Source: an optimization exercise on an open RTL-to-GDS flow (aim: small area). Production flows keep margins and buffers that such runs may drop.
Function was checked by simulation only, so behaviour that the tests miss may differ from the original.
Power is estimated from default activity; no workload was simulated.

## flow/design.v

```verilog
module core_btb (
  input  logic        clk,
  input  logic        rst,
  input  logic [31:0] pc_in,
  input  logic        pc_go,
  input  logic        update_v,
  input  logic [31:0] update_pc,
  input  logic [31:0] update_target,
  input  logic [1:0]  update_type,
  input  logic        update_taken,
  input  logic        update_kill,
  output logic        btb_v,
  output logic [1:0]  btb_type,
  output logic [31:0] btb_target,
  output logic [31:0] ras_target
);
  localparam logic [1:0] BR  = 2'b00;
  localparam logic [1:0] JAL = 2'b10;
  localparam logic [1:0] JR  = 2'b11;
  logic [15:0] r_valid;
  logic [25:0] r_tag    [16];
  logic [1:0]  r_type   [16];
  logic [1:0]  r_ctr    [16];
  logic [31:0] r_target [16];
  logic [31:0] r_stack  [4];
  logic [1:0]  r_top;
  logic [2:0]  r_cnt;
  logic        w_unused;
  assign w_unused = &{1'b0, pc_in[1:0], update_pc[1:0]};
  logic [15:0] w_sel, w_usel;
  always_comb begin
    for (int i = 0; i < 16; i++) begin
      w_sel[i]  = (pc_in[5:2] == 4'(i));
      w_usel[i] = (update_pc[5:2] == 4'(i));
    end
  end
  logic [25:0] w_tag;
  logic [1:0]  w_type;
  logic        w_ctr1;
  logic [31:0] w_target;
  logic        w_valid;
  always_comb begin
    w_tag = '0; w_type = '0; w_ctr1 = 1'b0; w_target = '0; w_valid = 1'b0;
    for (int i = 0; i < 16; i++) begin
      w_tag    = w_tag    | ({26{w_sel[i]}} & r_tag[i]);
      w_type   = w_type   | ({2{w_sel[i]}}  & r_type[i]);
      w_ctr1   = w_ctr1   | (w_sel[i] & r_ctr[i][1]);
      w_target = w_target | ({32{w_sel[i]}} & r_target[i]);
      w_valid  = w_valid  | (w_sel[i] & r_valid[i]);
    end
  end
  logic [25:0] w_utag;
  logic [1:0]  w_uctr;
  logic        w_uvalid;
  always_comb begin
    w_utag = '0; w_uctr = '0; w_uvalid = 1'b0;
    for (int i = 0; i < 16; i++) begin
      w_utag   = w_utag   | ({26{w_usel[i]}} & r_tag[i]);
      w_uctr   = w_uctr   | ({2{w_usel[i]}}  & r_ctr[i]);
      w_uvalid = w_uvalid | (w_usel[i] & r_valid[i]);
    end
  end
  logic w_hit, w_nonempty, w_push, w_pop;
  assign w_hit      = w_valid && (w_tag == pc_in[31:6]);
  assign w_nonempty = (r_cnt != 3'd0);
  assign w_push     = pc_go && w_hit && (w_type == JAL);
  assign w_pop      = pc_go && w_hit && (w_type == JR) && w_nonempty;
  assign btb_type   = w_hit ? w_type : 2'b00;
  assign btb_target = w_hit ? w_target : 32'h0;
  assign btb_v      = w_hit && (w_type[0] ? (w_type[1] ? w_nonempty : 1'b1)
                                          : (w_type[1] ? 1'b1 : w_ctr1));
  always_comb begin
    ras_target = '0;
    for (int k = 0; k < 4; k++)
      ras_target = ras_target | ({32{w_nonempty && (r_top == 2'(k))}} & r_stack[k]);
  end
  logic w_umatch, w_br, w_upd, w_alloc_ok, w_data_we, w_ctr_we;
  logic [1:0] w_ctr_new;
  assign w_umatch   = w_uvalid && (w_utag == update_pc[31:6]);
  assign w_br       = (update_type == BR);
  assign w_upd      = !update_kill && update_v;
  assign w_alloc_ok = w_upd && (!w_br || update_taken);
  assign w_data_we  = w_alloc_ok || (w_upd && w_umatch);
  assign w_ctr_we   = w_upd && w_br && (w_umatch || update_taken);
  always_comb begin
    if (!w_umatch)                            w_ctr_new = 2'b10;
    else if (update_taken && w_uctr != 2'b11)  w_ctr_new = w_uctr + 2'b01;
    else if (!update_taken && w_uctr != 2'b00) w_ctr_new = w_uctr - 2'b01;
    else                                       w_ctr_new = w_uctr;
  end
  always_ff @(posedge clk) begin
    for (int i = 0; i < 16; i++) begin
      if (w_alloc_ok && w_usel[i]) r_tag[i] <= update_pc[31:6];
      if (w_data_we && w_usel[i]) begin
        r_type[i]   <= update_type;
        r_target[i] <= update_target;
      end
      if (rst) begin
        r_valid[i] <= 1'b0;
        r_ctr[i]   <= 2'b00;
      end else begin
        if ((update_kill || w_alloc_ok) && w_usel[i]) r_valid[i] <= !update_kill;
        if (w_ctr_we && w_usel[i])                    r_ctr[i]   <= w_ctr_new;
      end
    end
  end
  logic [1:0] w_top_inc;
  logic       w_full;
  assign w_top_inc = r_top + 2'd1;
  assign w_full    = r_cnt[2];
  always_ff @(posedge clk) begin
    for (int k = 0; k < 4; k++)
      if (w_top_inc == 2'(k) && (w_push || !w_full)) r_stack[k] <= pc_in + 32'd4;
    if (rst) begin
      r_top <= 2'd0;
      r_cnt <= 3'd0;
    end else if (w_push) begin
      r_top <= w_top_inc;
      if (!w_full) r_cnt <= r_cnt + 3'd1;
    end else if (w_pop) begin
      r_top <= r_top - 2'd1;
      r_cnt <= r_cnt - 3'd1;
    end
  end
endmodule
```

## flow/flow/run.sh

```bash
#!/bin/bash
# Own layout flow: the standard ORFS flow (standard.sh) with three changes:
#  - Yosys's ABC mapping script is replaced by a delay-oriented mapping without ORFS's extra
#    restructuring rounds and buffering (flow/abc.script); registers map exactly as in the
#    standard synthesis, which only runs ABC on the combinational logic;
#  - every input and output port still gets a buffer, but a plain buf_2 instead of the clock
#    delay cell buffer_ports picks by default;
#  - clock tree synthesis runs with ORFS's arguments plus -dont_use_dummy_load.
# All make/ORFS output goes to orfs_make.log here and ORFS's own logs under orfs/logs.
set -euo pipefail
here=$(pwd)
rm -rf "$here/scripts_local"
cp -r "$FLOW_HOME/scripts" "$here/scripts_local"
cp "$here/flow/abc.script" "$here/scripts_local/abc_speed.script"
export SCRIPTS_DIR="$here/scripts_local"
export BUFFER_PORTS_ARGS="-buffer_cell sky130_fd_sc_hd__buf_1"
export CTS_ARGS="-sink_clustering_enable -repair_clock_nets -dont_use_dummy_load -buf_list sky130_fd_sc_hd__clkbuf_8 -sink_clustering_size 16 -sink_clustering_max_diameter 60"
bash standard.sh > "$here/orfs_make.log" 2>&1
```

## flow/flow/abc.script

```
&get -n
&st
&dch
&nf
&put
topo
```

## flow/standard.sh

```bash
#!/bin/bash
# synth_recipe.tcl (not shown) runs the flow's synth.tcl, then flattens the netlist and writes it again
# the make line also repeats each setting of config.mk as NAME=value (left out here)
make -C /OpenROAD-flow-scripts/flow DESIGN_CONFIG=/design/flow/config.mk WORK_HOME=/design/flow/orfs CLKGATE_MAP_FILE= SYNTH_SCRIPT=/design/flow/synth_recipe.tcl "${@:-finish}"
```

## flow/config.mk

```make
export PLATFORM = sky130hd
export DESIGN_NAME = core_btb
export DESIGN_NICKNAME = core_btb
export VERILOG_FILES = /design/flow/design.v
export SDC_FILE = /design/flow/constraint.sdc
export NUM_CORES = 4
export LEC_CHECK = 0
export CAP_MARGIN = 20
export CORE_MARGIN = 2
export CORE_UTILIZATION = 40
export SLEW_MARGIN = 20
```

## flow/constraint.sdc

```tcl
create_clock -name core_clock -period 6.5 [get_ports {clk}]
set_input_delay 1.3000 -clock core_clock [delete_from_list [all_inputs] [get_ports {clk}]]
set_output_delay 1.3000 -clock core_clock [all_outputs]
set_load 0.01 [all_outputs]
```

==> impl_metrics.tcl, run 1 <==
set metrics [dict create \
    status "timing/DRC/antenna clean" \
    cpPeakStageDelay_ps 420 \
    final_cells 4819 \
    drive_gt1_share_pct 12.4 \
    fp-row-count 122 \
    rr_worst_depth 14 \
    timing.rr.end "r_target[12][23]" \
    overflow 0 \
    whs_endpoint "r_valid[12]" \
    switching_share_pct 22.7 \
    routedWlPerCell_um 30.5 \
    postSynthAreaPerCell_um2 15.7 \
    period_share_pct 98.8 \
    critPathMaxFanout 21 \
    grt_first_pass_wirelength_um 209000 \
    cts_tree "done" \
    ys_ff_latch 1141 \
    n_fill_cell 9788 \
    dpl.hpwl_um 90100 \
    cp.required_ps 5200 \
    io_buffers 168 \
    drc 0 \
    drt_iter0_drc 4995 \
    hold_depth 2 \
    initial_core_util_pct 40.3 \
    grtUsageMet2_pct 39.0 \
    grt_busiest_layer "met2" \
    p_int_mw 9.67 \
    dp_cells 4715 \
    tightest_slew_ps 979 \
    syn_to_final_growth_pct 14.9 \
    synth_top_cell_area_share_pct 73.1 \
    p_switching_mw 2.85 \
    synth_cell_type_count 53 \
    rsz0062_at_grt "false" \
    io_pins 171 \
    cp_slowest_cell "nor4_4" \
    synthCells 2839 \
    p_leak_nw 15.7 \
    timing.fmax_mhz 156 \
    ctsHtreeMaxLevel 3 \
    setup_viol 0 \
    p_clk_share_pct 28.0 \
    max-slew-margin-rel_pct 34.7 \
    synth_edf_count 1088 \
    grt_use_total_pct 24.9 \
    gp_congestion 0.914 \
    period_minus_slack_ps 6420 \
    min_from "r_valid[12]" \
    r2r_setup_slack_ps 1960 \
    cts_root_buf "clkbuf_8" \
    use_met3_pct 5.67 \
    p_comb_share_pct 6.9 \
    antenna_found_initial 13 \
    synth_ff_type "edfxtp_1" \
    cp_data_arrival_time_ps 5120 \
    grt_pass1_vias 29800 \
    postRouteAntennaNets 0 \
    worstSkewPairLatency_ps 780 \
    clk_pin_slew_ps 100 \
    cpMostUsedCell "buf_4" \
    clock_sinks 1141 \
    min_path_type "flip-flop to flip-flop" \
    finalPower_mw 12.5 \
    die_x_um 338 \
    critPathBufInv 8 \
    numCtsBuffers 93 \
    timing_hold_violations_final 0 \
    end_kind "output port" \
    drv_slew 0 \
    r2r-start "r_tag[2][25]" \
    cp_top_family "simple AND/OR/NAND/NOR gates" \
    dr.pass1.iters 7 \
    via_per_inst 6.38 \
    yosysTopAreaCell "edfxtp_1" \
    skew_ps 68.6 \
    grt_max_degree 43 \
    final_nets 3446 \
    vias 30700 \
    yosysSeqAreaShare_pct 75.4 \
    worstSetupPathType "primary input to output port" \
    syn_area_um2 44700 \
    synth.top_cells.by_area "edfxtp_1, a22oi_1, nand2_1" \
    p_per_area_nw_per_um2 244 \
    peakVddDrop_uv 196 \
    die_h_um 338 \
    async_reset_ff_share_pct 0 \
    startpoint_type "primary input" \
    pwr-share-seq_pct 65.1 \
    setup_tns_ps 0 \
    yosys_warnings 6 \
    crit_chain "buf_1 > buf_6 > clkinv_16 > ha_2 > buf_4 > and3b_4 > buf_4 > a22oi_1 > and4_4 > a21oi_1 > nor2_1 > nand4_1 > nor4_4 > buf_4 > nand4_1 > clkbuf_16 > a31oi_2 > buf_1" \
    syn_nets 2956 \
    drv_cap 0 \
    clk_path_buf_depth 3 \
    met1_usage_pct 33.9 \
    die_area_um2 114000 \
    coreArea_um2 111000 \
    routed_wl_um 147000 \
]
## kinds of logic after synthesis
logic type / Yosys count / share of synthesized area [%]
buffers and inverters: 30 / 0.252
adder cells (fa/ha/maj): 13 / 0.364
AO/OA/AOI/OAI: 724 / 13.1
flip-flops: 1141 / 75.4
AND/OR/NAND/NOR: 888 / 9.98
XOR/XNOR: 43 / 0.842
## sequential cells by signal (all words and copies together), names as in the netlist
| signal | flops |
|---|---|
| r_cnt | 3 |
| r_ctr | 32 |
| r_stack | 128 |
| r_tag | 416 |
| r_target | 512 |
| r_top | 2 |
| r_type | 32 |
| r_valid | 16 |
## through the flow
step | util [%] | worst slack (ps) | hold slack [ps] | area (um^2)
final | 46.4 | 79.8 | 504 | 51400
after global routing | 46.4 | 5.11 | 520 | 51400
after CTS | 46.2 | 17.7 | 498 | 51200
after detailed placement | 45.0 | -218 | 485 | 49900
after global placement | 45.0 | -158 | 474 | 49900
after floorplan | - | -199 | 457 | 45000
## power groups by stage
stage,clock (mW),combinational [mW],sequential [mW]
3_3_place_gp,0,0.828,8.31
5_1_grt,3.81,0.910,8.15
2_1_floorplan,0,0.363,8.31
6_report,3.51,0.863,8.15
4_1_cts,3.56,0.839,8.15
3_5_place_dp,0,0.832,8.31
## final cells by class
type                       count  area (um^2)  area share [%]
multi-input combinational   1669        11400            22.2
antenna                        4         10.0          0.0195
clock buffer                  93         1280            2.49
timing repair buffer         394         2930            5.70
inverter                      30          139           0.270
tap                         1488         1860            3.62
sequential                  1141        33700            65.6
## metal layers
layer / share of wire [%] / routed length (um)
met4: 4.1 / 5950
met3: 11 / 16200
met2: 46 / 67200
met5: 0.12 / 176
met1: 39 / 57300
## synthesized netlist by cell type, types with 18 or more instances
library cell / instances
nand4_1: 122
xor2_1: 23
a22o_1: 20
a221oi_1: 37
a22oi_1: 267
a222oi_1: 159
and4_1: 35
a31oi_1: 28
nand3_1: 51
xnor2_1: 20
a21oi_1: 63
nor2_1: 98
and4b_1: 28
dfxtp_1: 53
o21ai_0: 23
and3_1: 18
nand2_1: 429
clkinv_1: 30
edfxtp_1: 1088
a31o_1: 22
a221o_1: 41
## worst min-delay path, delay by kind of cell (launching register included)
| kind | cells | cell delay [ps] |
|---|---|---|
| flops | 1 | 340 |
| compound gates | 2 | 130 |
## cells in the final DEF, fill, tap and decap left out, types with 16 or more instances in the layout
cell type / count
edfxtp_1: 1088
dfxtp_1: 53
xor2_1: 23
buf_12: 44
a22o_1: 20
nand4_1: 122
buf_4: 176
clkinv_1: 29
a31oi_1: 26
o21ai_0: 22
a221o_1: 41
nand3_1: 51
and4_1: 32
and4b_1: 27
a311oi_1: 16
nand2_1: 429
a222oi_1: 159
a22oi_1: 267
a21oi_1: 58
buf_1: 158
a31o_1: 22
a221oi_1: 36
nor2_1: 70
o311a_1: 16
nor2_4: 24
xnor2_1: 20
clkbuf_8: 93
## timing repair
action / 4_1_cts / 5_1_grt
setup buffers: 0 / 5
endpoints found under the hold margin: 0 / 0
hold buffers: 0 / 0
setup endpoints to repair: 35 / 35
resized for setup: 3 / 33
pin swaps: 0 / 8
cloned: 0 / 2
## how the worst max path moves through the flow
| stage | start | to | slack (ps) | cells after the start |
|---|---|---|---|---|
| 2_1_floorplan | update_pc[4] | r_target[13][0] | -200 | 12 |
| 3_3_place_gp | pc_in[3] | btb_v | -160 | 17 |
| 3_5_place_dp | pc_in[3] | btb_v | -220 | 17 |
| 4_1_cts | pc_in[3] | btb_v | 20 | 17 |
| 5_1_grt | pc_in[3] | btb_target[9] | 5 | 18 |
| 6_report | pc_in[2] | btb_target[9] | 80 | 18 |
==> inputs of run 2 (changes only) <==
--- a/flow/flow/run.sh
+++ b/flow/flow/run.sh
@@ -1,4 +1,13 @@
 #!/bin/bash
+# Own layout flow: the standard ORFS flow (standard.sh) with these changes:
+#  - Yosys's ABC mapping script is replaced by a delay-oriented mapping without ORFS's extra
+#    restructuring rounds and buffering (flow/abc.script); registers map exactly as in the
+#    standard synthesis, which only runs ABC on the combinational logic;
+#  - every input and output port still gets a buffer, but a plain buf_2 instead of the clock
+#    delay cell buffer_ports picks by default;
+#  - clock tree synthesis uses clkbuf_8 buffers, sink clusters of up to 16 flip-flops within
+#    60 um, and no dummy loads.
+# All make/ORFS output goes to orfs_make.log here and ORFS's own logs under orfs/logs.
 # Own layout flow: the standard ORFS flow (standard.sh) with three changes:
 #  - Yosys's ABC mapping script is replaced by a delay-oriented mapping without ORFS's extra
 #    restructuring rounds and buffering (flow/abc.script); registers map exactly as in the
@@ -13,6 +22,6 @@
 cp -r "$FLOW_HOME/scripts" "$here/scripts_local"
 cp "$here/flow/abc.script" "$here/scripts_local/abc_speed.script"
 export SCRIPTS_DIR="$here/scripts_local"
-export BUFFER_PORTS_ARGS="-buffer_cell sky130_fd_sc_hd__buf_1"
+export BUFFER_PORTS_ARGS="-buffer_cell sky130_fd_sc_hd__buf_2"
 export CTS_ARGS="-sink_clustering_enable -repair_clock_nets -dont_use_dummy_load -buf_list sky130_fd_sc_hd__clkbuf_8 -sink_clustering_size 16 -sink_clustering_max_diameter 60"
 bash standard.sh > "$here/orfs_make.log" 2>&1
--- a/flow/config.mk
+++ b/flow/config.mk
@@ -5,7 +5,7 @@
 export SDC_FILE = /design/flow/constraint.sdc
 export NUM_CORES = 4
 export LEC_CHECK = 0
-export CAP_MARGIN = 20
+export CAP_MARGIN = 0
 export CORE_MARGIN = 2
 export CORE_UTILIZATION = 40
-export SLEW_MARGIN = 20
+export SLEW_MARGIN = 0
==> impl_metrics.tcl, run 2 <==
set metrics [dict create \
    die_h_um 338 \
    timing_hold_violations_final 0 \
    yosysSeqAreaShare_pct 75.4 \
    gp_congestion 0.922 \
    rsz0062_at_grt "false" \
    initial_core_util_pct 40.3 \
    grt_use_total_pct 24.5 \
    worstSkewPairLatency_ps 820 \
    synth_edf_count 1088 \
    synth_ff_type "edfxtp_1" \
    setup_tns_ps 0 \
    io_buffers 168 \
    clock_sinks 1141 \
    multiInputGateArea_um2 11300 \
    period_minus_slack_ps 6310 \
    io_pins 171 \
    cts_resized 0 \
    ctsHtreeMaxLevel 3 \
    placed_area_um2 49900 \
    p_int_mw 9.66 \
    drv_cap 0 \
    max-slew-margin-rel_pct 23.2 \
    async_reset_ff_share_pct 0 \
    setup_viol 0 \
    layout_commonest_cell "edfxtp_1" \
    die_x_um 338 \
    final_util_pct 46.2 \
    cp.required_ps 5200 \
    synthCells 2839 \
    final_nets 3417 \
    postSynthAreaPerCell_um2 15.7 \
    routed_wl_um 145000 \
    timing.fmax_mhz 159 \
    synth_top_cell_area_share_pct 73.1 \
    clk_path_buf_depth 3 \
    p_clk_share_pct 28.0 \
    cp_data_arrival_time_ps 5010 \
    r2r-start "r_tag[2][4]" \
    die_area_um2 114000 \
    rr_worst_depth 14 \
    largest_register "r_target" \
    synth_cell_type_count 53 \
    grt_first_pass_wirelength_um 206000 \
    switching_share_pct 22.6 \
    p_leak_nw 16.0 \
    dpl.hpwl_um 90200 \
    status "timing/DRC/antenna clean" \
    ff_latch_area_um2 33700 \
    worstSetupStartpoint "pc_in[2]" \
    endpoint "btb_target[7]" \
    drive_gt1_share_pct 16.1 \
    finalPower_mw 12.5 \
    startpoint_type "primary input" \
    vias 30500 \
    grt_pass1_vias 29500 \
    pwr-share-seq_pct 65.3 \
    p_per_area_nw_per_um2 244 \
    p_switching_mw 2.82 \
    p_comb_share_pct 6.7 \
    routedWlPerCell_um 30.1 \
    tightest_slew_ps 1150 \
    clk_pin_slew_ps 110 \
    postRouteAntennaNets 0 \
    syn_to_final_growth_pct 14.6 \
    yosysTopAreaCell "edfxtp_1" \
    ys_ff_latch 1141 \
    drv_slew 0 \
    syn_area_um2 44700 \
    period_share_pct 97.0 \
    largest_reg_flops 512 \
    yosys_warnings 6 \
    cts_root_buf "clkbuf_8" \
    fin_hold_ws_ps 506 \
    antenna_found_initial 20 \
    fp-row-count 122 \
    worstSetupPathType "primary input to output port" \
    synthTopCellsByCount "edfxtp_1, nand2_1, a22oi_1" \
    grt_max_degree 45 \
    skew_ps 139 \
    dr.pass1.iters 9 \
    cts_tree "done" \
    n_fill_cell 9743 \
    end_kind "output port" \
    top_regs "r_target x512, r_tag x416, r_stack x128" \
    min_path_type "flip-flop to flip-flop" \
    synth.top_cells.by_area "edfxtp_1, a22oi_1, nand2_1" \
    timing.rr.end "r_target[15][0]" \
    peakVddDrop_uv 267 \
    coreArea_um2 111000 \
    overflow 0 \
    critPathMaxFanout 14 \
    final_cell_area_um2 51200 \
    numCtsBuffers 93 \
    synth.most_common_cell "edfxtp_1" \
    r2r_setup_slack_ps 2030 \
    syn_nets 2956 \
    drc 0 \
    via_per_inst 6.35 \
    final_cell_mix "edfxtp_1, nand2_1, a22oi_1, buf_2, a222oi_1" \
    drt_iter0_drc 4725 \
]
[run 2: cell types whose count changed in the layout (fill, tap and decap cells not counted), moves of 2 or more]
cell	delta
nor2_1	+5
and4_1	+3
and4_4	-2
clkbuf_2	-9
buf_12	-2
buf_2	+167
buf_6	-4
buf_1	-158
buf_4	-20
a2111oi_0	+2
diode_2	+6
nor2_2	-4
[run 2: per-stage QoR]
step | instances | setup slack [ps]
after floorplan | 2839 | -199
after global placement | 4690 | 180
after detailed placement | 4690 | 212
after CTS | 4783 | 190
after global routing | 4792 | 50.4
final | 4796 | 195
[run 2: logic make-up (layout without fill, tap and decap cells)]
family          after synthesis  after routing  share of synthesized area [%]
compound gates              724            724                           13.1
buf+inv                      30            489                          0.252
xor+xnor                     43             43                          0.842
other cells                   0             10                              0
flops                      1141           1141                           75.4
simple gates                888            888                           9.98
fa+ha+maj                    13             13                          0.364
[run 2: critical path, cell delays in order]
cell       delay [ps]
buf_2             240
clkinv_16          90
ha_2              250
nor3b_4           180
buf_12            160
buf_4             140
buf_12            130
buf_4             210
a222oi_1          400
nand4_1           130
a221o_1           280
a221o_1           270
a221o_1           270
a221o_1           270
a221oi_1          260
buf_4             210
nor2_1             40
buf_2             150
[run 2: how the worst min path moves through the flow]
stage | end | cells after the start | slack [ps] | from
2_1_floorplan | r_valid[3] | 2 | 460 | r_valid[3]
3_5_place_dp | r_valid[2] | 2 | 490 | r_valid[2]
4_1_cts | r_valid[2] | 2 | 500 | r_valid[2]
3_3_place_gp | r_valid[15] | 2 | 480 | r_valid[15]
5_1_grt | r_valid[7] | 2 | 530 | r_valid[7]
6_report | r_valid[14] | 2 | 510 | r_valid[14]
[run 2: cell type report]
| class | count | share of cell area (%) |
|---|---|---|
| Sequential cell | 1141 | 65.8 |
| Multi-Input combinational cell | 1668 | 22.1 |
| Timing Repair Buffer | 366 | 5.57 |
| Tap cell | 1488 | 3.63 |
| Clock buffer | 93 | 2.50 |
| Inverter | 30 | 0.271 |
| Antenna cell | 10 | 0.0488 |
[run 2: per-layer routing]
layer  share of wire, %  up-vias  track usage, %
met5               0.10        -               0
met4                3.7       22            8.97
met3                9.9      325            4.98
met2                 46     1716            38.8
met1                 40    15500            33.5
li1                   -    12900               -
[run 2: what timing repair did]
action / 4_1_cts / 5_1_grt
setup endpoints to repair: 0 / 3
hold endpoints to repair: 0 / 0
setup buffers: 0 / 3
hold buffers: 0 / 0
[run 2: power groups by stage]
stage               sequential [mW]  clock (mW)  combinational [mW]
CTS                            8.14        3.53               0.822
detailed placement             8.31           0               0.818
global route                   8.15        3.78               0.883
global placement               8.31           0               0.816
floorplan                      8.31           0               0.363
finish                         8.14        3.50               0.837
==> inputs of run 3 (changes only) <==
--- a/flow/config.mk
+++ b/flow/config.mk
@@ -5,7 +5,8 @@
 export SDC_FILE = /design/flow/constraint.sdc
 export NUM_CORES = 4
 export LEC_CHECK = 0
-export CAP_MARGIN = 0
+export CAP_MARGIN = 20
 export CORE_MARGIN = 2
 export CORE_UTILIZATION = 40
-export SLEW_MARGIN = 0
+export PLACE_DENSITY = 0.75
+export SLEW_MARGIN = 20
==> impl_metrics.tcl, run 3 <==
set metrics [dict create \
    p_per_area_nw_per_um2 242 \
    coreArea_um2 111000 \
    synth.top_cells.by_area "edfxtp_1, a22oi_1, nand2_1" \
    worstSkewPairLatency_ps 780 \
    largest_reg_flops 512 \
    layout_commonest_cell "edfxtp_1" \
    antenna_found_initial 16 \
    top_regs "r_target x512, r_tag x416, r_stack x128" \
    synth_ff_type "edfxtp_1" \
    timing_hold_violations_final 0 \
    dpl.hpwl_um 84000 \
    ctsHtreeMaxLevel 3 \
    dp_cells 4647 \
    worstSetupPathType "primary input to output port" \
    timing.rr.end "r_target[3][31]" \
    numCtsBuffers 84 \
    routedWlPerCell_um 28.4 \
    synth_cell_type_count 53 \
    final_cells 4739 \
    syn_area_um2 44700 \
    overflow 0 \
    via_per_inst 6.56 \
    pre_cts_ws_ps 214 \
    dr.pass1.iters 10 \
    drt_iter0_drc 6016 \
    cp_data_arrival_time_ps 5060 \
    timing.fmax_mhz 157 \
    largest_register "r_target" \
    die_x_um 338 \
    async_reset_ff_share_pct 0 \
    synthTopCellsByCount "edfxtp_1, nand2_1, a22oi_1" \
    rr_worst_depth 14 \
    vias 31100 \
    ctsHoldBuffers 0 \
    period_share_pct 97.8 \
    postRouteAntennaNets 0 \
    gp_congestion 1.02 \
    synthCells 2839 \
    clock_sinks 1141 \
    r2r-start "r_tag[2][25]" \
    cp.required_ps 5200 \
    final_cell_mix "edfxtp_1, nand2_1, a22oi_1, buf_2, a222oi_1" \
    peakVddDrop_uv 190 \
    routed_wl_um 135000 \
    min_from "r_valid[15]" \
    p_leak_nw 15.7 \
    yosys_warnings 6 \
    finalPower_mw 12.3 \
    postSynthAreaPerCell_um2 15.7 \
    synth_top_cell_area_share_pct 73.1 \
    grt_use_total_pct 22.6 \
    max-slew-margin-rel_pct 35.7 \
    status "timing/DRC/antenna clean" \
    hold_depth 2 \
    io_buffers 168 \
    setup_viol 0 \
    grt_first_pass_wirelength_um 194000 \
    grt_max_degree 44 \
    drc 0 \
    rsz0062_at_grt "false" \
    die_h_um 338 \
    fin_ws_ps 141 \
    syn_to_final_growth_pct 13.5 \
    ys_ff_latch 1141 \
    io_pins 171 \
    yosysTopAreaCell "edfxtp_1" \
    yosysSeqAreaShare_pct 75.4 \
    final_nets 3363 \
    clk_path_buf_depth 3 \
    final_util_pct 45.8 \
    cts_root_buf "clkbuf_8" \
    r2r_setup_slack_ps 2060 \
    skew_ps 129 \
    min_path_type "flip-flop to flip-flop" \
    drv_slew 0 \
    startpoint_type "primary input" \
    tightest_slew_ps 964 \
    critPathMaxFanout 20 \
    cts_tree "done" \
    die_area_um2 114000 \
    grt_pass1_vias 29500 \
    end_kind "output port" \
    fp-row-count 122 \
    whs_endpoint "r_valid[15]" \
    synth.most_common_cell "edfxtp_1" \
    drive_gt1_share_pct 14.6 \
    fin_hold_ws_ps 502 \
    initial_core_util_pct 40.3 \
    synth_edf_count 1088 \
    drv_cap 0 \
    period_minus_slack_ps 6360 \
    syn_nets 2956 \
    clk_pin_slew_ps 110 \
]
run 3: cell counts after synthesis:
No cell type changed its count.
run 3: kinds of logic after synthesis:
| logic type | after synthesis | share of synthesized area [%] |
|---|---|---|
| XOR/XNOR | 43 | 0.842 |
| flip-flops | 1141 | 75.4 |
| adder cells (fa/ha/maj) | 13 | 0.364 |
| AND/OR/NAND/NOR | 888 | 9.98 |
| buffers and inverters | 30 | 0.252 |
| AO/OA/AOI/OAI | 724 | 13.1 |
run 3: stage by stage:
stage | instance area [um^2] | setup TNS [ps]
floorplan | 45000 | -84480
global placement | 49500 | 0
detailed placement | 49500 | 0
CTS | 50700 | 0
global route | 50700 | 0
finish | 50700 | 0
run 3: metal layers:
layer  global-route usage, %  wire [um]  vias up
met3                    5.60      18000      427
li1                        -          -    12800
met2                    35.7      62000     2519
met5                       0        118        -
met4                    8.77       5480       18
met1                    30.1      48900    15300
run 3: worst max path at each step:
stage | startpoint | end | depth (start not counted)
6_report | pc_in[2] | btb_target[30] | 15
5_1_grt | pc_in[2] | btb_target[30] | 16
4_1_cts | pc_in[2] | btb_target[9] | 15
3_5_place_dp | pc_in[2] | btb_target[9] | 15
3_3_place_gp | pc_in[2] | btb_target[9] | 14
2_1_floorplan | update_pc[4] | r_target[13][0] | 12
run 3: timing repair:
action,in CTS,in global routing
setup buffers,0,0
gates resized for setup,0,1
endpoints found under the setup margin,0,6
run 3: critical path: stages:
cell       delay, ps
buf_2            190
clkinv_16         80
ha_2             290
nor3b_4          750
buf_4            390
a22oi_1           90
and4_1           210
a31oi_1          180
nand4_1          170
nor4_1           420
nand4_1          220
buf_4            250
buf_12           170
a21oi_1          150
buf_2            160
run 3: cell type report:
| cell class | count | area (um^2) |
|---|---|---|
| fillers | 9565 | 60100 |
| flip-flops and latches | 1141 | 33700 |
| multi-input cells | 1668 | 11300 |
| repair buffers | 321 | 2500 |
| well taps | 1488 | 1860 |
| clock buffers | 84 | 1160 |
| inverters | 30 | 139 |
| diodes | 7 | 17.5 |
run 3: where the power goes:
group / switching, mW / total (mW) / internal (mW)
logic: 0.556 / 0.808 / 0.252
clock network: 2.15 / 3.31 / 1.16
registers: 0.0281 / 8.14 / 8.12
total: 2.73 / 12.3 / 9.53
==> inputs of run 4 (changes only) <==
--- a/flow/flow/run.sh
+++ b/flow/flow/run.sh
@@ -22,6 +22,7 @@
 cp -r "$FLOW_HOME/scripts" "$here/scripts_local"
 cp "$here/flow/abc.script" "$here/scripts_local/abc_speed.script"
 export SCRIPTS_DIR="$here/scripts_local"
+export REMOVE_ABC_BUFFERS=1
 export BUFFER_PORTS_ARGS="-buffer_cell sky130_fd_sc_hd__buf_2"
 export CTS_ARGS="-sink_clustering_enable -repair_clock_nets -dont_use_dummy_load -buf_list sky130_fd_sc_hd__clkbuf_8 -sink_clustering_size 16 -sink_clustering_max_diameter 60"
 bash standard.sh > "$here/orfs_make.log" 2>&1
--- a/flow/config.mk
+++ b/flow/config.mk
@@ -8,5 +8,4 @@
 export CAP_MARGIN = 20
 export CORE_MARGIN = 2
 export CORE_UTILIZATION = 40
-export PLACE_DENSITY = 0.75
 export SLEW_MARGIN = 20
==> impl_metrics.tcl, run 4 <==
set metrics [dict create \
    synth.top_cells.by_area "edfxtp_1, a22oi_1, nand2_1" \
    peakVddDrop_uv 185 \
    synth_cell_type_count 53 \
    cp_data_arrival_time_ps 5020 \
    yosys_warnings 6 \
    numCtsBuffers 100 \
    io_buffers 168 \
    period_share_pct 97.2 \
    die_area_um2 114000 \
    postRouteAntennaNets 0 \
    io_pins 171 \
    grt_max_degree 46 \
    final_cells 4787 \
    drt_iter0_drc 4876 \
    routedWlPerCell_um 30.2 \
    antenna_found_initial 20 \
    drc 0 \
    min_path_type "flip-flop to flip-flop" \
    wl_met2_um 66300 \
    final_nets 3411 \
    die_h_um 338 \
    largest_reg_flops 512 \
    overflow 0 \
    max-slew-margin-rel_pct 40.8 \
    period_minus_slack_ps 6320 \
    clk_pin_slew_ps 70 \
    dr.pass1.iters 7 \
    postSynthAreaPerCell_um2 15.7 \
    finalPower_mw 12.6 \
    top_regs "r_target x512, r_tag x416, r_stack x128" \
    ctsHtreeMaxLevel 3 \
    p_leak_nw 16.0 \
    timing_hold_violations_final 0 \
    gp_congestion 0.919 \
    worstSkewPairLatency_ps 790 \
    setup_viol 0 \
    min_from "r_valid[9]" \
    tightest_slew_ps 888 \
    die_x_um 338 \
    dpl.hpwl_um 88000 \
    drive_gt1_share_pct 15.7 \
    drv_cap 0 \
    final_cell_mix "edfxtp_1, nand2_1, a22oi_1, buf_2, a222oi_1" \
    skew_ps 85.8 \
    highest_layer "met5" \
    synth.most_common_cell "edfxtp_1" \
    fp-row-count 122 \
    m1WireLength_um 56900 \
    cts_root_buf "clkbuf_8" \
    ctsHoldBuffers 0 \
    grt_first_pass_wirelength_um 207000 \
    async_reset_ff_share_pct 0 \
    critPathMaxFanout 25 \
    yosysTopAreaCell "edfxtp_1" \
    syn_area_um2 44700 \
    dp_cells 4679 \
    p_per_area_nw_per_um2 246 \
    timing.fmax_mhz 158 \
    cp.required_ps 5200 \
    coreArea_um2 111000 \
    synth_top_cell_area_share_pct 73.1 \
    via_per_inst 6.38 \
    initial_core_util_pct 40.3 \
    wl_met3_um 15900 \
    r2r-start "r_tag[1][25]" \
    largest_register "r_target" \
    grt_pass1_vias 29800 \
    synth_ff_type "edfxtp_1" \
    end_kind "output port" \
    clk_path_buf_depth 3 \
    cts_tree "done" \
    yosysSeqAreaShare_pct 75.4 \
    status "timing/DRC/antenna clean" \
    grt_use_total_pct 24.5 \
    layout_commonest_cell "edfxtp_1" \
    clock_sinks 1141 \
    routed_wl_um 144000 \
    vias 30500 \
    startpoint_type "primary input" \
    worstSetupPathType "primary input to output port" \
    synthCells 2839 \
    synthTopCellsByCount "edfxtp_1, nand2_1, a22oi_1" \
    syn_to_final_growth_pct 14.2 \
    worstSetupStartpoint "pc_in[3]" \
    ys_ff_latch 1141 \
    drv_slew 0 \
    synth_edf_count 1088 \
]
[run 4: cell counts after synthesis]
No cell type changed its count.
[run 4: cell type report]
class | instances | area (um^2)
Clock buffer | 100 | 1380
Tap cell | 1488 | 1860
Antenna cell | 7 | 17.5
Timing Repair Buffer | 353 | 2700
Multi-Input combinational cell | 1668 | 11300
Fill cell | 9777 | 59800
Inverter | 30 | 113
Sequential cell | 1141 | 33700
[run 4: metal layers]
| layer | up-vias | GRT usage (%) |
|---|---|---|
| met4 | 26 | 8.14 |
| met1 | 15400 | 34.1 |
| met3 | 338 | 4.20 |
| li1 | 12900 | - |
| met2 | 1869 | 39.1 |
| met5 | - | 0 |
[run 4: cells by family after synthesis]
group           count (synthesis)  share of synthesized area, %
xor+xnor                       43                         0.842
compound gates                724                          13.1
buf+inv                        30                         0.252
flops                        1141                          75.4
fa+ha+maj                      13                         0.364
simple gates                  888                          9.98
[run 4: timing repair]
action                                  in CTS  in global routing
gates resized for setup                      1                 15
endpoints found under the setup margin       2                 35
pin swaps                                    0                  3
buffers inserted                             0                  0
[run 4: through the flow]
step | utilization (%) | area (um^2) | worst slack, ps | TNS [ps] | hold WS, ps
global placement | 44.7 | 49600 | -4.79 | -4.79 | 480
global route | 46.1 | 51100 | -13.2 | -13.2 | 528
detailed placement | 44.7 | 49600 | -32.3 | -32.3 | 484
floorplan | - | 44700 | -2960 | -1760120 | 457
finish | 46.1 | 51100 | 179 | 0 | 498
CTS | 46.0 | 51000 | 13.3 | 0 | 496
[run 4: final timing paths]
check	to	slack, ps	depth (start not counted)
worst max-delay path	btb_v	180	18
worst min-delay path	r_valid[9]	500	2
worst max register to register	r_target[13][3]	1910	14
worst min register to register	r_valid[9]	500	2
[run 4: critical path, stage by stage]
cell and delay (ps):
buf_2 130, clkinv_1 60, ha_2 240, nor3b_4 580
buf_4 260, buf_12 220, a22oi_1 120, and4_1 240
and3_1 180, a31oi_1 210, nand4_1 140, nor4_2 220
buf_4 170, nand4_1 130, buf_8 240, buf_4 170
a221oi_1 190, buf_2 190
[run 4: report_power, final]
part           internal (mW)  leakage, nW  switching (mW)
clock network           1.37        0.719            2.23
logic                  0.264         4.96           0.571
registers               8.12         10.3          0.0272
==> inputs of run 5 (changes only) <==
--- a/flow/config.mk
+++ b/flow/config.mk
@@ -8,4 +8,5 @@
 export CAP_MARGIN = 20
 export CORE_MARGIN = 2
 export CORE_UTILIZATION = 40
+export PLACE_DENSITY = 0.75
 export SLEW_MARGIN = 20
==> impl_metrics.tcl, run 5 <==
set metrics [dict create \
    status "timing/DRC/antenna clean" \
    synthCells 2839 \
    tightest_slew_ps 1010 \
    synth.top_cells.by_area "edfxtp_1, a22oi_1, nand2_1" \
    synth.most_common_cell "edfxtp_1" \
    drc 0 \
    async_reset_ff_share_pct 0 \
    postSynthAreaPerCell_um2 15.7 \
    antenna_found_initial 22 \
    vias 31000 \
    synth_top_cell_area_share_pct 73.1 \
    grt_pass1_vias 29600 \
    drive_gt1_share_pct 14.5 \
    synth_edf_count 1088 \
    setup_tns_ps 0 \
    ctsHoldBuffers 0 \
    r2r_setup_slack_ps 1960 \
    initial_core_util_pct 40.3 \
    clk_path_buf_depth 3 \
    p_leak_nw 15.7 \
    synthTopCellsByCount "edfxtp_1, nand2_1, a22oi_1" \
    clk_pin_slew_ps 90 \
    drv_cap 0 \
    cp_data_arrival_time_ps 5100 \
    final_nets 3372 \
    drv_slew 0 \
    cts_resized 0 \
    largest_register "r_target" \
    die_x_um 338 \
    grt_first_pass_wirelength_um 196000 \
    postRouteAntennaNets 0 \
    via_per_inst 6.53 \
    p_comb_share_pct 6.6 \
    io_buffers 168 \
    ys_ff_latch 1141 \
    critPathMaxFanout 25 \
    timing.fmax_mhz 156 \
    switching_share_pct 22.2 \
    dpl.hpwl_um 82600 \
    min_path_type "flip-flop to flip-flop" \
    layout_commonest_cell "edfxtp_1" \
    ctsHtreeMaxLevel 3 \
    setup_viol 0 \
    io_pins 171 \
    die_h_um 338 \
    p_int_mw 9.50 \
    yosysTopAreaCell "edfxtp_1" \
    startpoint_type "primary input" \
    post_cts_buffers 0 \
    routed_wl_um 137000 \
    clock_sinks 1141 \
    numCtsBuffers 82 \
    grt_use_total_pct 22.9 \
    largest_reg_flops 512 \
    cts_tree "done" \
    n_fill_cell 9583 \
    yosys_warnings 6 \
    pwr-share-seq_pct 66.7 \
    worstSkewPairLatency_ps 760 \
    die_area_um2 114000 \
    end_kind "output port" \
    peakVddDrop_uv 226 \
    p_clk_share_pct 26.7 \
    period_minus_slack_ps 6400 \
    syn_to_final_growth_pct 13.1 \
    synth_cell_type_count 53 \
    routedWlPerCell_um 28.8 \
    syn_area_um2 44700 \
    timing_hold_violations_final 0 \
    coreArea_um2 111000 \
    max-slew-margin-rel_pct 32.4 \
    worstSetupPathType "primary input to output port" \
    final_cells 4750 \
    finalPower_mw 12.2 \
    period_share_pct 98.4 \
    fp-row-count 122 \
    grt_max_degree 39 \
    overflow 0 \
    skew_ps 95.8 \
    synth_ff_type "edfxtp_1" \
    gp_congestion 0.951 \
    dr.pass1.iters 10 \
    cts_root_buf "clkbuf_8" \
    yosysSeqAreaShare_pct 75.4 \
    p_per_area_nw_per_um2 241 \
    p_switching_mw 2.71 \
    dp_cells 4657 \
    cp.required_ps 5200 \
    final_cell_mix "edfxtp_1, nand2_1, a22oi_1, buf_2, a222oi_1" \
    top_regs "r_target x512, r_tag x416, r_stack x128" \
    drt_iter0_drc 6567 \
]
-- run 5: cell type report --
class | count | area, um^2 | area share (%)
Antenna cell | 9 | 22.5 | 0.0445
Clock buffer | 82 | 1130 | 2.23
Tap cell | 1488 | 1860 | 3.68
Multi-Input combinational cell | 1670 | 11300 | 22.3
Timing Repair Buffer | 330 | 2460 | 4.87
Sequential cell | 1141 | 33700 | 66.7
Inverter | 30 | 113 | 0.223
-- run 5: path summary, 6_finish.rpt --
path	end	cells past startpoint	start
min reg2reg	r_valid[2]	2	r_valid[2]
min	r_valid[2]	2	r_valid[2]
max	btb_target[30]	14	pc_in[5]
max reg2reg	r_target[14][8]	13	r_tag[2][20]
-- run 5: cells by family (layout without fill, tap and decap cells) --
logic type	count (synthesis)	after routing	synth area share, %
flip-flops	1141	1141	75.4
AND/OR/NAND/NOR	888	890	9.98
AO/OA/AOI/OAI	724	724	13.1
XOR/XNOR	43	43	0.842
buffers and inverters	30	442	0.252
adder cells (fa/ha/maj)	13	13	0.364
other	0	9	0
-- run 5: critical path, cell delays in order --
cell and delay [ps]:
buf_2 460, buf_4 290, and3_4 570, buf_4 390, nand2_1 100, and4b_1 290, a32o_1 250, nor4_1 270
buf_4 180, nand4_1 110, buf_6 270, buf_12 200, a21oi_1 180, buf_2 170
-- run 5: metal layers --
metal  track usage, %  share of wire, %  up-vias
met3             6.23                14      466
met5                0             0.079        -
met2             35.5                45     2544
li1                 -                 -    12800
met1             30.3                36    15100
met4             9.76               4.5       18
-- run 5: through the flow --
stage | util (%) | area, um^2 | hold WS [ps] | worst slack [ps]
3_3_place_gp | 44.6 | 49400 | 477 | 138
3_5_place_dp | 44.6 | 49400 | 491 | 98.7
6_report | 45.6 | 50600 | 510 | 103
4_1_cts | 45.6 | 50500 | 505 | 68.3
2_1_floorplan | - | 44700 | 457 | -2960
5_1_grt | 45.6 | 50600 | 530 | -7.79
-- run 5: power by group through the flow --
stage | logic [mW] | registers, mW | clock network (mW)
after global placement | 0.756 | 8.31 | 0
after detailed placement | 0.768 | 8.31 | 0
after CTS | 0.772 | 8.14 | 3.28
after floorplan | 0.359 | 8.31 | 0
final | 0.806 | 8.14 | 3.26
after global routing | 0.843 | 8.15 | 3.52
==> inputs of run 6 (changes only) <==
--- a/flow/config.mk
+++ b/flow/config.mk
@@ -8,5 +8,6 @@
 export CAP_MARGIN = 20
 export CORE_MARGIN = 2
 export CORE_UTILIZATION = 40
+export GPL_ROUTABILITY_DRIVEN = 0
 export PLACE_DENSITY = 0.75
 export SLEW_MARGIN = 20
==> impl_metrics.tcl, run 6 <==
set metrics [dict create \
    fp-row-count 122 \
    timing.rr.end "r_target[14][8]" \
    max-slew-margin-rel_pct 32.4 \
    ys_ff_latch 1141 \
    drive_gt1_share_pct 14.5 \
    period_minus_slack_ps 6400 \
    clock_sinks 1141 \
    clk_path_buf_depth 3 \
    drv_cap 0 \
    grt_max_degree 39 \
    r2r_setup_slack_ps 1960 \
    whs_endpoint "r_valid[2]" \
    io_buffers 168 \
    ctsHoldBuffers 0 \
    synthCells 2839 \
    final_cell_mix "edfxtp_1, nand2_1, a22oi_1, buf_2, a222oi_1" \
    final_nets 3372 \
    timing.fmax_mhz 156 \
    fin_hold_ws_ps 510 \
    grt_pass1_vias 29600 \
    p_leak_nw 15.7 \
    syn_to_final_growth_pct 13.1 \
    clk_pin_slew_ps 90 \
    largest_reg_flops 512 \
    antenna_found_initial 22 \
    die_x_um 338 \
    grt_first_pass_wirelength_um 196000 \
    cts_root_buf "clkbuf_8" \
    skew_ps 95.8 \
    synth_cell_type_count 53 \
    peakVddDrop_uv 226 \
    synth_edf_count 1088 \
    syn_area_um2 44700 \
    tightest_slew_ps 1010 \
    synth.top_cells.by_area "edfxtp_1, a22oi_1, nand2_1" \
    yosys_warnings 6 \
    dp_cells 4657 \
    worstSetupPathType "primary input to output port" \
    vias 31000 \
    setup_viol 0 \
    synth.most_common_cell "edfxtp_1" \
    r2r-start "r_tag[2][20]" \
    final_util_pct 45.6 \
    postRouteAntennaNets 0 \
    via_per_inst 6.53 \
    largest_register "r_target" \
    period_share_pct 98.4 \
    coreArea_um2 111000 \
    hold_depth 2 \
    yosysSeqAreaShare_pct 75.4 \
    dpl.hpwl_um 82600 \
    die_area_um2 114000 \
    p_per_area_nw_per_um2 241 \
    drc 0 \
    final_cells 4750 \
    top_regs "r_target x512, r_tag x416, r_stack x128" \
    cp_data_arrival_time_ps 5100 \
    worstSkewPairLatency_ps 760 \
    post_cts_buffers 0 \
    rr_worst_depth 13 \
    drt_iter0_drc 6567 \
    ctsHtreeMaxLevel 3 \
    cp.required_ps 5200 \
    routedWlPerCell_um 28.8 \
    overflow 0 \
    initial_core_util_pct 40.3 \
    timing_hold_violations_final 0 \
    critPathMaxFanout 25 \
    end_kind "output port" \
    min_path_type "flip-flop to flip-flop" \
    drv_slew 0 \
    numCtsBuffers 82 \
    die_h_um 338 \
    dr.pass1.iters 10 \
    min_from "r_valid[2]" \
    postSynthAreaPerCell_um2 15.7 \
    cts_tree "done" \
    startpoint_type "primary input" \
    synth_top_cell_area_share_pct 73.1 \
    layout_commonest_cell "edfxtp_1" \
    grt_use_total_pct 22.9 \
    synthTopCellsByCount "edfxtp_1, nand2_1, a22oi_1" \
    routed_wl_um 137000 \
    yosysTopAreaCell "edfxtp_1" \
    async_reset_ff_share_pct 0 \
    synth_ff_type "edfxtp_1" \
    io_pins 171 \
    status "timing/DRC/antenna clean" \
]
run 6: power breakdown:
part | internal, mW | switching, mW | total, mW | leakage, nW
logic | 0.250 | 0.555 | 0.806 | 4.84
registers | 8.12 | 0.0281 | 8.14 | 10.3
clock network | 1.13 | 2.13 | 3.26 | 0.590
run 6: metrics by stage:
| step | setup WS [ps] | setup TNS (ps) | area [um^2] | total power [mW] |
|---|---|---|---|---|
| final | 103 | 0 | 50600 | 12.2 |
| after global routing | -7.79 | -7.79 | 50600 | 12.5 |
| after CTS | 68.3 | 0 | 50500 | 12.2 |
| after detailed placement | 98.7 | 0 | 49400 | 9.08 |
| after global placement | 138 | 0 | 49400 | 9.06 |
| after floorplan | -2960 | -1760120 | 44700 | 8.67 |
run 6: repair_timing:
item                       4_1_cts  5_1_grt
hold endpoints to repair         0        0
resized for setup                0        9
setup endpoints to repair        0       28
run 6: cell families (layout without fill, tap and decap cells):
kind of cell / count (synthesis) / count (layout) / share of synthesized area (%)
DFF: 1141 / 1141 / 75.4
and+or+nand+nor: 888 / 890 / 9.98
other: 0 / 9 / 0
xor gates and xnor gates: 43 / 43 / 0.842
AOI/OAI and AO/OA: 724 / 724 / 13.1
adders and majority gates: 13 / 13 / 0.364
buffers and inverters: 30 / 442 / 0.252
run 6: area by class of cell:
class,instances,area (um^2)
diodes,9,22.5
clock buffers,82,1130
fillers,9583,60200
inverters,30,113
multi-input cells,1670,11300
flip-flops and latches,1141,33700
well taps,1488,1860
repair buffers,330,2460
run 6: metal layers:
layer	part of all wire, %	vias up	track usage [%]
li1	-	12800	-
met1	36	15100	30.3
met2	45	2544	35.5
met3	14	466	6.23
met4	4.5	18	9.76
met5	0.079	-	0
run 6: worst max-delay path by stage:
stage / startpoint / end / slack [ps] / cells past startpoint
floorplan: pc_in[2] / r_stack[0][0] / -2960 / 14
global placement: pc_in[2] / btb_v / 140 / 17
detailed placement: pc_in[2] / btb_target[30] / 100 / 17
CTS: pc_in[2] / btb_target[30] / 70 / 17
global route: pc_in[2] / btb_v / -8 / 17
finish: pc_in[5] / btb_target[30] / 100 / 14
run 6: critical path, cell delays in order:
cell and delay [ps]:
buf_2 460, buf_4 290, and3_4 570, buf_4 390, nand2_1 100, and4b_1 290, a32o_1 250, nor4_1 270
buf_4 180, nand4_1 110, buf_6 270, buf_12 200, a21oi_1 180, buf_2 170
==> inputs of run 7 (changes only) <==
--- a/flow/flow/run.sh
+++ b/flow/flow/run.sh
@@ -22,7 +22,6 @@
 cp -r "$FLOW_HOME/scripts" "$here/scripts_local"
 cp "$here/flow/abc.script" "$here/scripts_local/abc_speed.script"
 export SCRIPTS_DIR="$here/scripts_local"
-export REMOVE_ABC_BUFFERS=1
 export BUFFER_PORTS_ARGS="-buffer_cell sky130_fd_sc_hd__buf_2"
 export CTS_ARGS="-sink_clustering_enable -repair_clock_nets -dont_use_dummy_load -buf_list sky130_fd_sc_hd__clkbuf_8 -sink_clustering_size 16 -sink_clustering_max_diameter 60"
 bash standard.sh > "$here/orfs_make.log" 2>&1
--- a/flow/config.mk
+++ b/flow/config.mk
@@ -8,6 +8,4 @@
 export CAP_MARGIN = 20
 export CORE_MARGIN = 2
 export CORE_UTILIZATION = 40
-export GPL_ROUTABILITY_DRIVEN = 0
-export PLACE_DENSITY = 0.75
 export SLEW_MARGIN = 20
==> impl_metrics.tcl, run 7 <==
set metrics [dict create \
    cts_resized 0 \
    synth_top_cell_area_share_pct 73.1 \
    period_share_pct 97.0 \
    hold_depth 2 \
    vias 30500 \
    drive_gt1_share_pct 16.1 \
    cp_slowest_cell "a222oi_1" \
    ff_latch_area_um2 33700 \
    critPathBufInv 8 \
    crit_chain "buf_2 > clkinv_16 > ha_2 > nor3b_4 > buf_12 > buf_4 > buf_12 > buf_4 > a222oi_1 > nand4_1 > a221o_1 > a221o_1 > a221o_1 > a221o_1 > a221oi_1 > buf_4 > nor2_1 > buf_2" \
    synth-adder-area-share_pct 0.364 \
    final_util_pct 46.2 \
    cts_root_buf "clkbuf_8" \
    cpPeakStageDelay_ps 400 \
    gp_congestion 0.922 \
    io_buffers 168 \
    startpoint_type "primary input" \
    routedWlPerCell_um 30.1 \
    syn_area_um2 44700 \
    dp_cells 4690 \
    synth-xor-area-share_pct 0.842 \
    initial_core_util_pct 40.3 \
    io_pins 171 \
    min_from "r_valid[14]" \
    max-slew-margin-rel_pct 23.2 \
    synth_ff_type "edfxtp_1" \
    critPathMaxFanout 14 \
    finalPower_mw 12.5 \
    cpMostUsedCell "a221o_1" \
    peakVddDrop_uv 267 \
    synth.top_cells.by_area "edfxtp_1, a22oi_1, nand2_1" \
    cp_data_arrival_time_ps 5010 \
    cts_tree "done" \
    ctsHtreeMaxLevel 3 \
    die_h_um 338 \
    grt_pass1_vias 29500 \
    synth_top_family_by_area "compound AO/OA/AOI/OAI gates" \
    setup_tns_ps 0 \
    syn_nets 2956 \
    synth.most_common_cell "edfxtp_1" \
    dpl.hpwl_um 90200 \
    synth_cell_type_count 53 \
    ys_ff_latch 1141 \
    grt_first_pass_wirelength_um 206000 \
    routed_wl_um 145000 \
    final_cells 4796 \
    drc 0 \
    synthCells 2839 \
    synth-simple-area-share_pct 9.98 \
    multiInputGateArea_um2 11300 \
    clk_path_buf_depth 3 \
    rr_worst_depth 14 \
    p_leak_nw 16.0 \
    rsz0062_at_grt "false" \
    worstSkewPairLatency_ps 820 \
    r2r-start "r_tag[2][4]" \
    period_minus_slack_ps 6310 \
    final_nets 3417 \
    top_regs "r_target x512, r_tag x416, r_stack x128" \
    yosys_warnings 6 \
    n_fill_cell 9743 \
    p_per_area_nw_per_um2 244 \
    overflow 0 \
    skew_ps 139 \
    die_x_um 338 \
    syn_to_final_growth_pct 14.6 \
    drt_iter0_drc 4725 \
    postSynthAreaPerCell_um2 15.7 \
    numCtsBuffers 93 \
    cp.required_ps 5200 \
    antenna_found_initial 20 \
    whs_endpoint "r_valid[14]" \
    largest_register "r_target" \
    end_kind "output port" \
    largest_reg_flops 512 \
    status "timing/DRC/antenna clean" \
    die_area_um2 114000 \
    coreArea_um2 111000 \
    timing.fmax_mhz 159 \
    clk_pin_slew_ps 110 \
    yosysTopAreaCell "edfxtp_1" \
    drv_cap 0 \
    async_reset_ff_share_pct 0 \
    setup_viol 0 \
    drv_slew 0 \
    fp-row-count 122 \
    tightest_slew_ps 1150 \
    synthTopCellsByCount "edfxtp_1, nand2_1, a22oi_1" \
    min_path_type "flip-flop to flip-flop" \
    synth-compound-area-share_pct 13.1 \
    cp_top_family "compound AO/OA/AOI/OAI gates" \
    dr.pass1.iters 9 \
    timing_hold_violations_final 0 \
    synth_edf_count 1088 \
    postRouteAntennaNets 0 \
    yosysSeqAreaShare_pct 75.4 \
    muxShareOfSynthArea_pct 0 \
    grt_use_total_pct 24.5 \
    timing.rr.end "r_target[15][0]" \
    worstSetupPathType "primary input to output port" \
    final_cell_mix "edfxtp_1, nand2_1, a22oi_1, buf_2, a222oi_1" \
    grt_max_degree 45 \
    r2r_setup_slack_ps 2030 \
    clock_sinks 1141 \
    layout_commonest_cell "edfxtp_1" \
    via_per_inst 6.35 \
]
==> run 7: cell counts after synthesis <==
No cell type changed its count.
==> run 7: kinds of logic (layout without fill, tap and decap cells) <==
family,Yosys count,after routing
DFF,1141,1141
other,0,10
AOI/OAI and AO/OA,724,724
buffers and inverters,30,489
and+or+nand+nor,888,888
adders and majority gates,13,13
xor gates and xnor gates,43,43
==> run 7: per-stage QoR <==
stage	setup WS [ps]	instance area, um^2	hold WS [ps]
global route	50.4	51200	534
CTS	190	51200	500
finish	195	51200	506
global placement	180	49900	475
detailed placement	212	49900	487
floorplan	-199	45000	457
==> run 7: repair_timing <==
action	in CTS	in global routing
endpoints found under the setup margin	0	3
hold buffers	0	0
buffers inserted	0	3
==> run 7: area by class of cell <==
class / count / share of cell area (%)
Inverter: 30 / 0.271
Multi-Input combinational cell: 1668 / 22.1
Tap cell: 1488 / 3.63
Clock buffer: 93 / 2.50
Timing Repair Buffer: 366 / 5.57
Sequential cell: 1141 / 65.8
Antenna cell: 10 / 0.0488
==> run 7: worst max path at each step <==
stage                 start              end  slack, ps  cells after the start
2_1_floorplan  update_pc[4]  r_target[13][0]       -200                     12
3_3_place_gp       pc_in[2]   btb_target[25]        180                     15
3_5_place_dp       pc_in[2]   btb_target[25]        210                     16
4_1_cts            pc_in[2]   btb_target[25]        190                     16
5_1_grt            pc_in[2]   btb_target[29]         50                     16
6_report           pc_in[2]    btb_target[7]        190                     18
==> run 7: metal layers <==
layer  GRT usage [%]  vias to the layer above  share of wire, %
met3            4.98                      325               9.9
met2            38.8                     1716                46
met1            33.5                    15500                40
met5               0                        -              0.10
met4            8.97                       22               3.7
li1                -                    12900                 -
==> run 7: report_power, final <==
group	internal, mW	switching, mW	leakage [nW]	total [mW]
sequential	8.12	0.0274	10.3	8.14
clock	1.27	2.22	0.669	3.50
combinational	0.264	0.573	5.09	0.837
==> run 7: worst min-delay path, delay by kind of cell (launching register included) <==
family,cells,cell delay (ps)
DFF,1,340
AOI/OAI and AO/OA,2,130
==> inputs of run 8 (changes only) <==
--- a/flow/flow/run.sh
+++ b/flow/flow/run.sh
@@ -23,5 +23,5 @@
 cp "$here/flow/abc.script" "$here/scripts_local/abc_speed.script"
 export SCRIPTS_DIR="$here/scripts_local"
 export BUFFER_PORTS_ARGS="-buffer_cell sky130_fd_sc_hd__buf_2"
-export CTS_ARGS="-sink_clustering_enable -repair_clock_nets -dont_use_dummy_load -buf_list sky130_fd_sc_hd__clkbuf_8 -sink_clustering_size 16 -sink_clustering_max_diameter 60"
+export CTS_ARGS="-sink_clustering_enable -repair_clock_nets -dont_use_dummy_load -buf_list sky130_fd_sc_hd__clkbuf_8 -sink_clustering_size 20 -sink_clustering_max_diameter 50"
 bash standard.sh > "$here/orfs_make.log" 2>&1
==> impl_metrics.tcl, run 8 <==
set metrics [dict create \
    status "timing/DRC/antenna clean" \
    finalPower_mw 12.7 \
    routed_wl_um 144000 \
    io_pins 171 \
    startpoint_type "primary input" \
    io_buffers 168 \
    synthTopCellsByCount "edfxtp_1, nand2_1, a22oi_1" \
    synth_top_cell_area_share_pct 73.1 \
    postSynthAreaPerCell_um2 15.7 \
    clock_sinks 1141 \
    cts_resized 0 \
    final_util_pct 46.4 \
    final_nets 3431 \
    timing_hold_violations_final 0 \
    via_per_inst 6.37 \
    yosys_warnings 6 \
    clk_path_buf_depth 3 \
    cp_data_arrival_time_ps 5010 \
    grt_max_degree 45 \
    synth_cell_type_count 53 \
    clk_pin_slew_ps 70 \
    grt_pass1_vias 29600 \
    syn_nets 2956 \
    overflow 0 \
    coreArea_um2 111000 \
    synth_edf_count 1088 \
    grt_first_pass_wirelength_um 206000 \
    peakVddDrop_uv 203 \
    numCtsBuffers 107 \
    drv_slew 0 \
    top_regs "r_target x512, r_tag x416, r_stack x128" \
    drv_cap 0 \
    initial_core_util_pct 40.3 \
    p_leak_nw 16.1 \
    dpl.hpwl_um 90200 \
    drc 0 \
    pre_cts_ws_ps 212 \
    yosysTopAreaCell "edfxtp_1" \
    dr.pass1.iters 9 \
    cp.required_ps 5200 \
    async_reset_ff_share_pct 0 \
    drt_iter0_drc 4886 \
    routedWlPerCell_um 30.0 \
    die_h_um 338 \
    worstSkewPairLatency_ps 810 \
    tightest_slew_ps 1160 \
    largest_register "r_target" \
    timing.fmax_mhz 158 \
    period_share_pct 97.1 \
    synth.top_cells.by_area "edfxtp_1, a22oi_1, nand2_1" \
    die_x_um 338 \
    critPathMaxFanout 14 \
    ys_ff_latch 1141 \
    cts_root_buf "clkbuf_8" \
    rsz0062_at_grt "false" \
    period_minus_slack_ps 6310 \
    yosysSeqAreaShare_pct 75.4 \
    final_cell_mix "edfxtp_1, nand2_1, a22oi_1, buf_2, a222oi_1" \
    final_cell_area_um2 51400 \
    n_fill_cell 9743 \
    placed_area_um2 49900 \
    p_per_area_nw_per_um2 246 \
    antenna_found_initial 20 \
    syn_to_final_growth_pct 15.0 \
    synth_ff_type "edfxtp_1" \
    die_area_um2 114000 \
    skew_ps 118 \
    dp_cells 4690 \
    max-slew-margin-rel_pct 22.0 \
    end_kind "output port" \
    gp_congestion 0.922 \
    synthCells 2839 \
    vias 30600 \
    setup_viol 0 \
    ctsHtreeMaxLevel 3 \
    cts_tree "done" \
    drive_gt1_share_pct 16.5 \
    postRouteAntennaNets 0 \
    fin_hold_ws_ps 500 \
    setup_tns_ps 0 \
    min_path_type "flip-flop to flip-flop" \
    largest_reg_flops 512 \
    syn_area_um2 44700 \
    synth.most_common_cell "edfxtp_1" \
    fp-row-count 122 \
    final_cells 4808 \
    grt_use_total_pct 24.5 \
    fin_ws_ps 189 \
    layout_commonest_cell "edfxtp_1" \
    worstSetupPathType "primary input to output port" \
]
run 8: cell counts after synthesis:
No cell type changed its count.
run 8: worst max-delay path, stage by stage:
cell	delay, ps
buf_2	240
clkinv_16	90
ha_2	250
nor3b_4	180
buf_12	160
buf_4	150
buf_12	140
buf_4	200
a222oi_1	400
nand4_1	130
a221o_1	280
a221o_1	270
a221o_1	270
a221o_1	270
a221oi_1	270
buf_4	200
nor2_1	40
buf_2	150
run 8: final timing paths:
check,endpoint,slack (ps),cells after the start,start
setup reg to reg,r_target[15][12],1990,14,r_tag[2][4]
setup / recovery,btb_target[7],190,18,pc_in[2]
hold / removal,r_valid[14],500,2,r_valid[14]
hold reg to reg,r_valid[14],500,2,r_valid[14]
run 8: cell families (layout without fill, tap and decap cells):
kind of cell	after synthesis	after routing	share of synthesized area (%)
AND/OR/NAND/NOR	888	888	9.98
flip-flops	1141	1141	75.4
buffers and inverters	30	503	0.252
other	0	8	0
AO/OA/AOI/OAI	724	724	13.1
XOR/XNOR	43	43	0.842
adder cells (fa/ha/maj)	13	13	0.364
run 8: final cells by class:
type,instances,area [um^2],share of cell area [%]
sequential,1141,33700,65.6
multi-input combinational,1668,11300,22.1
timing repair buffer,366,2850,5.55
tap,1488,1860,3.62
clock buffer,107,1470,2.86
inverter,30,139,0.270
antenna,8,20.0,0.0389
run 8: metal layers:
layer	vias up	share of wire, %	track usage, %
met5	-	0.10	0
met4	22	3.9	9.39
met3	320	9.9	4.92
met2	1756	46	38.7
met1	15600	40	33.5
li1	13000	-	-
run 8: repair_timing:
item,in CTS,in global routing
setup buffers,0,3
hold endpoints to repair,0,0
setup endpoints to repair,0,3
hold buffers,0,0
run 8: report_power, final:
part | leakage [nW] | internal (mW) | switching [mW] | total, mW
combinational | 5.09 | 0.264 | 0.573 | 0.837
clock | 0.769 | 1.46 | 2.22 | 3.68
sequential | 10.3 | 8.12 | 0.0276 | 8.15
total | 16.1 | 9.84 | 2.83 | 12.7
==> inputs of run 9 (changes only) <==
==> flow/flow/run.sh (replaced) <==
#!/bin/bash
# Own layout flow: the standard ORFS flow (standard.sh) with these changes:
#  - Yosys's ABC mapping script is replaced by a delay-oriented mapping without ORFS's extra
#    restructuring rounds and buffering (flow/abc.script); registers map exactly as in the
#    standard synthesis, which only runs ABC on the combinational logic;
#  - the floorplan step skips its pre-placement timing repair (REMOVE_ABC_BUFFERS=1; the mapped
#    netlist holds no buffers to remove);
#  - every input and output port still gets a buffer, but a plain buf_2 instead of the clock
#    delay cell buffer_ports picks by default;
set -euo pipefail
here=$(pwd)
rm -rf "$here/scripts_local"
cp -r "$FLOW_HOME/scripts" "$here/scripts_local"
cp "$here/flow/abc.script" "$here/scripts_local/abc_speed.script"
export SCRIPTS_DIR="$here/scripts_local"
export REMOVE_ABC_BUFFERS=1
export BUFFER_PORTS_ARGS="-buffer_cell sky130_fd_sc_hd__buf_2"
export CTS_ARGS="-sink_clustering_enable -repair_clock_nets -dont_use_dummy_load -buf_list sky130_fd_sc_hd__clkbuf_8 -sink_clustering_size 16 -sink_clustering_max_diameter 60"
bash standard.sh > "$here/orfs_make.log" 2>&1
--- a/flow/config.mk
+++ b/flow/config.mk
@@ -7,5 +7,6 @@
 export LEC_CHECK = 0
 export CAP_MARGIN = 20
 export CORE_MARGIN = 2
-export CORE_UTILIZATION = 40
+export CORE_UTILIZATION = 45
+export PLACE_DENSITY = 0.75
 export SLEW_MARGIN = 20
==> impl_metrics.tcl, run 9 <==
set metrics [dict create \
    status "timing/DRC/antenna clean" \
    cpPeakStageDelay_ps 390 \
    postSynthAreaPerCell_um2 15.7 \
    coreArea_um2 98400 \
    period_share_pct 97.4 \
    drive_gt1_share_pct 14.6 \
    final_cells 4555 \
    cp_top_family "simple AND/OR/NAND/NOR gates" \
    critPathMaxFanout 20 \
    setup_viol 0 \
    dpl.hpwl_um 84300 \
    drt_iter0_drc 6050 \
    ctsHtreeMaxLevel 3 \
    min_path_type "flip-flop to flip-flop" \
    timing.rr.end "r_target[2][14]" \
    final_cell_mix "edfxtp_1, nand2_1, a22oi_1, buf_2, a222oi_1" \
    cts_resized 0 \
    synth_ff_type "edfxtp_1" \
    clk_path_buf_depth 3 \
    cp.required_ps 5200 \
    hold_depth 2 \
    cts_root_buf "clkbuf_8" \
    ys_ff_latch 1141 \
    cp_data_arrival_time_ps 5030 \
    routedWlPerCell_um 30.1 \
    tightest_slew_ps 1130 \
    critPathBufInv 5 \
    synth.most_common_cell "edfxtp_1" \
    largest_register "r_target" \
    p_leak_nw 15.7 \
    synth_cell_type_count 53 \
    grt_pass1_vias 29800 \
    pwr-share-seq_pct 66.3 \
    dp_cells 4463 \
    whs_endpoint "r_valid[9]" \
    drc 0 \
    drv_slew 0 \
    drv_cap 0 \
    switching_share_pct 22.2 \
    fin_ws_ps 167 \
    largest_reg_flops 512 \
    io_buffers 168 \
    yosys_warnings 6 \
    synth_top_cell_area_share_pct 73.1 \
    p_int_mw 9.55 \
    synthCells 2839 \
    p_per_area_nw_per_um2 244 \
    vias 30900 \
    min_from "r_valid[9]" \
    die_x_um 319 \
    p_comb_share_pct 6.6 \
    top_regs "r_target x512, r_tag x416, r_stack x128" \
    rr_worst_depth 13 \
    numCtsBuffers 86 \
    synth.top_cells.by_area "edfxtp_1, a22oi_1, nand2_1" \
    r2r-start "r_tag[1][25]" \
    crit_chain "buf_2 > clkinv_1 > ha_1 > nor4bb_1 > a2111oi_1 > and4_1 > nand4_1 > and4b_1 > nand4_1 > xor2_1 > nor4_1 > nand4_1 > buf_12 > a221oi_1 > buf_4 > buf_2" \
    p_switching_mw 2.73 \
    grt_max_degree 59 \
    cpMostUsedCell "nand4_1" \
    peakVddDrop_uv 197 \
    routed_wl_um 137000 \
    post_cts_buffers 0 \
    async_reset_ff_share_pct 0 \
    io_pins 171 \
    period_minus_slack_ps 6330 \
    layout_commonest_cell "edfxtp_1" \
    final_util_pct 51.2 \
    p_clk_share_pct 27.1 \
    overflow 0 \
    worstSkewPairLatency_ps 730 \
]
[run 9: worst max-delay path by stage]
stage	startpoint	end	slack (ps)
floorplan	pc_in[2]	r_stack[0][0]	-2960
global placement	pc_in[2]	btb_v	60
detailed placement	pc_in[2]	btb_v	70
CTS	pc_in[2]	btb_v	30
global route	pc_in[2]	btb_v	1
finish	pc_in[2]	btb_v	170
[run 9: routing by layer]
| layer | wire length [um] | GRT usage, % | vias to the layer above |
|---|---|---|---|
| li1 | - | - | 12800 |
| met1 | 49400 | 34.7 | 15200 |
| met2 | 62700 | 41.4 | 2439 |
| met3 | 19200 | 6.72 | 405 |
| met4 | 5580 | 9.90 | 20 |
| met5 | 129 | 0 | - |
[run 9: cell type report]
| cell class | count | area (um^2) |
|---|---|---|
| repair buffers | 337 | 2500 |
| fillers | 8051 | 48000 |
| flip-flops and latches | 1141 | 33700 |
| diodes | 6 | 15.0 |
| inverters | 30 | 113 |
| multi-input cells | 1668 | 11200 |
| well taps | 1287 | 1610 |
| clock buffers | 86 | 1180 |
[run 9: kinds of logic (layout without fill, tap and decap cells)]
group	Yosys count	after routing	synth area share, %
AND/OR/NAND/NOR	888	888	9.98
flip-flops	1141	1141	75.4
buffers and inverters	30	453	0.252
other	0	6	0
XOR/XNOR	43	43	0.842
AO/OA/AOI/OAI	724	724	13.1
adder cells (fa/ha/maj)	13	13	0.364
[run 9: through the flow]
stage	TNS [ps]	power, mW	hold WS, ps
after floorplan	-1760120	8.67	457
after global placement	0	9.08	481
after detailed placement	0	9.10	488
after CTS	0	12.3	500
after global routing	0	12.6	528
final	0	12.3	509
[run 9: power groups by stage]
stage / logic, mW / registers, mW / clock network [mW]
global route: 0.850 / 8.15 / 3.62
floorplan: 0.359 / 8.31 / 0
CTS: 0.788 / 8.14 / 3.35
finish: 0.810 / 8.15 / 3.33
detailed placement: 0.784 / 8.31 / 0
global placement: 0.773 / 8.31 / 0
[run 9: tightest hold or removal path, stage by stage, from the launching register on]
cell and delay, ps:
dfxtp_1 330, o21ai_0 70, a21oi_1 60

Re-timed with assumed drivers on the ports (clkbuf_16 on the clock, buf_2 on other inputs), run 9 has 0.143 ns of setup slack against 0.167 ns with ideal ports, and -0.009 ns once port delays also move by the mid clock arrival of 0.762 ns.
